From an optimization exercise on the open Yosys and OpenROAD flow, aimed at small area; shortcuts taken in it are not production practice.
RTL that was checked went through simulation tests only; none was proved equivalent to the original.

Setup of trial 65:
==> flow/design.v (excerpt) <==
module branch_predictor_bht #(
    parameter int ENTRIES = 64,
    parameter int TAG_W   = 8,
    parameter int CTR_W   = 2
) (
    input  logic        Clk,
    input  logic        Reset,
    input  logic [31:0] FetchPC,
    output logic        PredHit,
    output logic        PredTaken,
    output logic [31:0] PredTarget,
    input  logic        UpdateValid,
    input  logic [31:0] UpdatePC,
    input  logic        UpdateTaken,
    input  logic [31:0] UpdateTarget,
    input  logic        UpdatePredTaken
);
    localparam int IDX_W = $clog2(ENTRIES);
    localparam int DAT_W = 32 + TAG_W + CTR_W;    
    localparam logic [CTR_W-1:0] c_ctrMax   = {CTR_W{1'b1}};
    localparam logic [CTR_W-1:0] c_ctrZero  = {CTR_W{1'b0}};
    localparam logic [CTR_W-1:0] c_ctrWeakT = CTR_W'(1 << (CTR_W - 1));
    localparam logic [CTR_W-1:0] c_ctrOne   = CTR_W'(1);
    logic               r_phase;
    logic               r_valid [ENTRIES];
    logic [DAT_W-1:0]   r_dat   [ENTRIES];    
    logic [ENTRIES-1:0] w_fSel, w_uSel;
    logic [IDX_W-1:0]   w_fetchIdx, w_updIdx;
    logic [TAG_W-1:0]   w_fetchTag, w_updTag;
    logic               w_fValid, w_uValid;
    logic [DAT_W-2:0]   w_fRaw;       
    logic [TAG_W+CTR_W-1:0] w_uRaw;
    logic [DAT_W-2:0]   w_fDat;
    logic [TAG_W-1:0]   w_uTag;
    logic [CTR_W-1:0]   w_ctrCur, w_ctrNext, w_ctrNew;
  ...
For scale: ~8,700 cells after synthesis, roughly 2,800 flip-flops, roughly 140 I/O pins, ~98,000 um^2 of cells after synthesis.
Settings: LEC_CHECK=0, CAP_MARGIN=20, CORE_MARGIN=2, CORE_UTILIZATION=30, SLEW_MARGIN=20, SYNTH_HIERARCHICAL=1, SYNTH_MINIMUM_KEEP_SIZE=0; clock period 9.0 ns.
run.sh (not shown) runs the stock make flow with config.mk's settings and CLKGATE_MAP_FILE= SYNTH_SCRIPT=/design/flow/synth_recipe.tcl, a recipe that flattens the netlist after the stock synthesis.
[inputs] build 2 vs trial 65
--- a/flow/design.v
+++ b/flow/design.v
@@ -22,63 +22,63 @@
     localparam logic [CTR_W-1:0] c_ctrZero  = {CTR_W{1'b0}};
     localparam logic [CTR_W-1:0] c_ctrWeakT = CTR_W'(1 << (CTR_W - 1));
     localparam logic [CTR_W-1:0] c_ctrOne   = CTR_W'(1);
     logic               r_phase;
     logic               r_valid [ENTRIES];
     logic [DAT_W-1:0]   r_dat   [ENTRIES];    
     logic [ENTRIES-1:0] w_fSel, w_uSel;
     logic [IDX_W-1:0]   w_fetchIdx, w_updIdx;
     logic [TAG_W-1:0]   w_fetchTag, w_updTag;
     logic               w_fValid, w_uValid;
-    logic [DAT_W-2:0]   w_fRaw;       
+    logic [DAT_W-1:0]   w_fRaw;
     logic [TAG_W+CTR_W-1:0] w_uRaw;
-    logic [DAT_W-2:0]   w_fDat;
+    logic [DAT_W-1:0]   w_fDat;
     logic [TAG_W-1:0]   w_uTag;
     logic [CTR_W-1:0]   w_ctrCur, w_ctrNext, w_ctrNew;
     logic               w_fetchHit, w_updHit;
     logic               w_wrAll;
     logic [31:0]        w_wrTarget;
     logic [TAG_W-1:0]   w_wrTag;
     logic [CTR_W-1:0]   w_wrCtr;
     logic               w_unused;
     assign w_fetchIdx = FetchPC[IDX_W+1:2];
     assign w_fetchTag = FetchPC[IDX_W+TAG_W+1:IDX_W+2];
     assign w_updIdx   = UpdatePC[IDX_W+1:2];
     assign w_updTag   = UpdatePC[IDX_W+TAG_W+1:IDX_W+2];
     always_comb begin
         for (int i = 0; i < ENTRIES; i++) begin
             w_fSel[i] = (w_fetchIdx == IDX_W'(i));
             w_uSel[i] = (w_updIdx == IDX_W'(i));
         end
     end
-    logic [ENTRIES*DAT_W-1:0]           w_fCol;
+    logic [ENTRIES*(DAT_W+1)-1:0]       w_fCol;
     logic [ENTRIES*(TAG_W+CTR_W+1)-1:0] w_uCol;
     always_comb begin
         for (int i = 0; i < ENTRIES; i++) begin
-            w_fCol[i*DAT_W +: DAT_W]                   = {r_valid[i], r_dat[i][DAT_W-1], r_dat[i][DAT_W-CTR_W-1:0]};
+            w_fCol[i*(DAT_W+1) +: DAT_W+1]             = {r_valid[i], r_dat[i]};
             w_uCol[i*(TAG_W+CTR_W+1) +: TAG_W+CTR_W+1] = {r_valid[i], r_dat[i][DAT_W-1:32]};
         end
     end
-    bp_bht_rdmux #(.N(ENTRIES), .W(DAT_W)) u_fRd (
+    bp_bht_rdmux #(.N(ENTRIES), .W(DAT_W + 1)) u_fRd (
         .Sel (w_fSel),
         .D   (w_fCol),
         .Y   ({w_fValid, w_fRaw})
     );
     bp_bht_rdmux #(.N(ENTRIES), .W(TAG_W + CTR_W + 1)) u_uRd (
         .Sel (w_uSel),
         .D   (w_uCol),
         .Y   ({w_uValid, w_uRaw})
     );
-    assign w_fDat     = w_fRaw ^ {(DAT_W-1){r_phase}};
+    assign w_fDat     = w_fRaw ^ {DAT_W{r_phase}};
     assign w_fetchHit = w_fValid && (w_fDat[DAT_W-CTR_W-1:32] == w_fetchTag);
     assign PredHit    = !Reset && w_fetchHit;
-    assign PredTaken  = !Reset && w_fetchHit && w_fDat[DAT_W-2];
+    assign PredTaken  = !Reset && w_fetchHit && w_fDat[DAT_W-1];
     assign PredTarget = (!Reset && w_fetchHit) ? w_fDat[31:0] : 32'h0;
     assign w_uTag   = w_uRaw[TAG_W-1:0] ^ {TAG_W{r_phase}};
     assign w_ctrCur = w_uRaw[TAG_W+CTR_W-1:TAG_W] ^ {CTR_W{r_phase}};
     assign w_updHit = w_uValid && (w_uTag == w_updTag);
     always_comb begin
         w_ctrNext = w_ctrCur;
         if (UpdateTaken) begin
             if (w_ctrCur != c_ctrMax) w_ctrNext = w_ctrCur + c_ctrOne;
         end else begin
             if (w_ctrCur != c_ctrZero) w_ctrNext = w_ctrCur - c_ctrOne;
@@ -145,49 +145,20 @@
         Q[W_CTR+W_ALL-1:W_ALL] <= ~((Q[W_CTR+W_ALL-1:W_ALL] | {W_CTR{WeCtr}}) &
                                     ({W_CTR{WeCtrN}} | DN[W_CTR+W_ALL-1:W_ALL]));
     end
 endmodule
 `default_nettype wire
 `default_nettype none
 module bp_bht_rdmux #(
     parameter int N = 64,
     parameter int W = 43
 ) (
-    input  logic [N-1:0]   Sel,
+    input  logic [N-1:0] Sel,
     input  logic [N*W-1:0] D,
-    output logic [W-1:0]   Y
+    output logic [W-1:0] Y
 );
-    localparam int G = (N + 2) / 3;
-    logic [W-1:0] w_grpN [G];
-    for (genvar g = 0; g < G; g++) begin : g_grp
-        if (3 * g + 2 < N) begin : g_three
-            bp_bht_aoi3 #(.W(W)) u_aoi (
-                .S  (Sel[3*g +: 3]),
-                .D0 (D[(3*g)*W +: W]),
-                .D1 (D[(3*g+1)*W +: W]),
-                .D2 (D[(3*g+2)*W +: W]),
-                .YN (w_grpN[g])
-            );
-        end else if (3 * g + 1 < N) begin : g_two
-            assign w_grpN[g] = ~(({W{Sel[3*g]}} & D[(3*g)*W +: W]) |
-                                 ({W{Sel[3*g+1]}} & D[(3*g+1)*W +: W]));
-        end else begin : g_one
-            assign w_grpN[g] = ~({W{Sel[3*g]}} & D[(3*g)*W +: W]);
-        end
-    end
     always_comb begin
         Y = '0;
-        for (int g = 0; g < G; g++) Y = Y | ~w_grpN[g];
+        for (int i = 0; i < N; i++) Y = Y | ({W{Sel[i]}} & D[i*W +: W]);
     end
 endmodule
-module bp_bht_aoi3 #(
-    parameter int W = 43
-) (
-    input  logic [2:0]   S,
-    input  logic [W-1:0] D0,
-    input  logic [W-1:0] D1,
-    input  logic [W-1:0] D2,
-    output logic [W-1:0] YN
-);
-    assign YN = ~(({W{S[0]}} & D0) | ({W{S[1]}} & D1) | ({W{S[2]}} & D2));
-endmodule
 `default_nettype wire
Notes after the runs:
Build 2 ended up with a lower sequential share of cell area than trial 65 did.
Build 2 vs trial 65 — clock tree buffer count of the final layout rose 39.
The fraction of layout instances using a drive strength above 1 of build 2 is lower than that of trial 65.
The slowest cell on the critical path comes out sky130_fd_sc_hd__or4_1 in one run and sky130_fd_sc_hd__clkdlybuf4s50_1 in the other, namely in build 2 and trial 65 respectively.
Trial 65 → build 2: total routed wirelength picked up an extra 21,000 um; multi-input logic portion of the cell area now larger; area enclosed by the die boundary now larger.
Function not checked in build 2: the RTL went through the layout flow alone.

-- what the ideal ports hide --
In the flow no input, the clock included, has a driving cell. The finished layouts below were timed again as built, in two steps. Step 1, drivers: a clkbuf_16 drives Clk and a buf_2 each remaining input, both assumed. Step 2 also shifts input and output timing later by t, the mid clock arrival at the registers, as if the neighbouring blocks saw the same clock. a / b / c = ideal / step 1 / step 2; a / b = the first two.
| run | t, ns | slack for setup (ns) | hold slack, ns | cell pins on the clock port's net |
|---|---|---|---|---|
| trial 65 | 0.943 | 0.180 / -0.026 / -0.026 | 0.442 / 0.442 / 0.442 | 1 |
| build 2 | 1.046 | 0.103 / 0.076 / 0.076 | 0.443 / 0.443 / 0.443 | 1 |
Met with ideal ports but missed after step 2: setup timing in trial 65. For trial 65, which loses most, drivers alone change the setup slack by -0.206 ns; drivers and shift together by -0.206 ns.
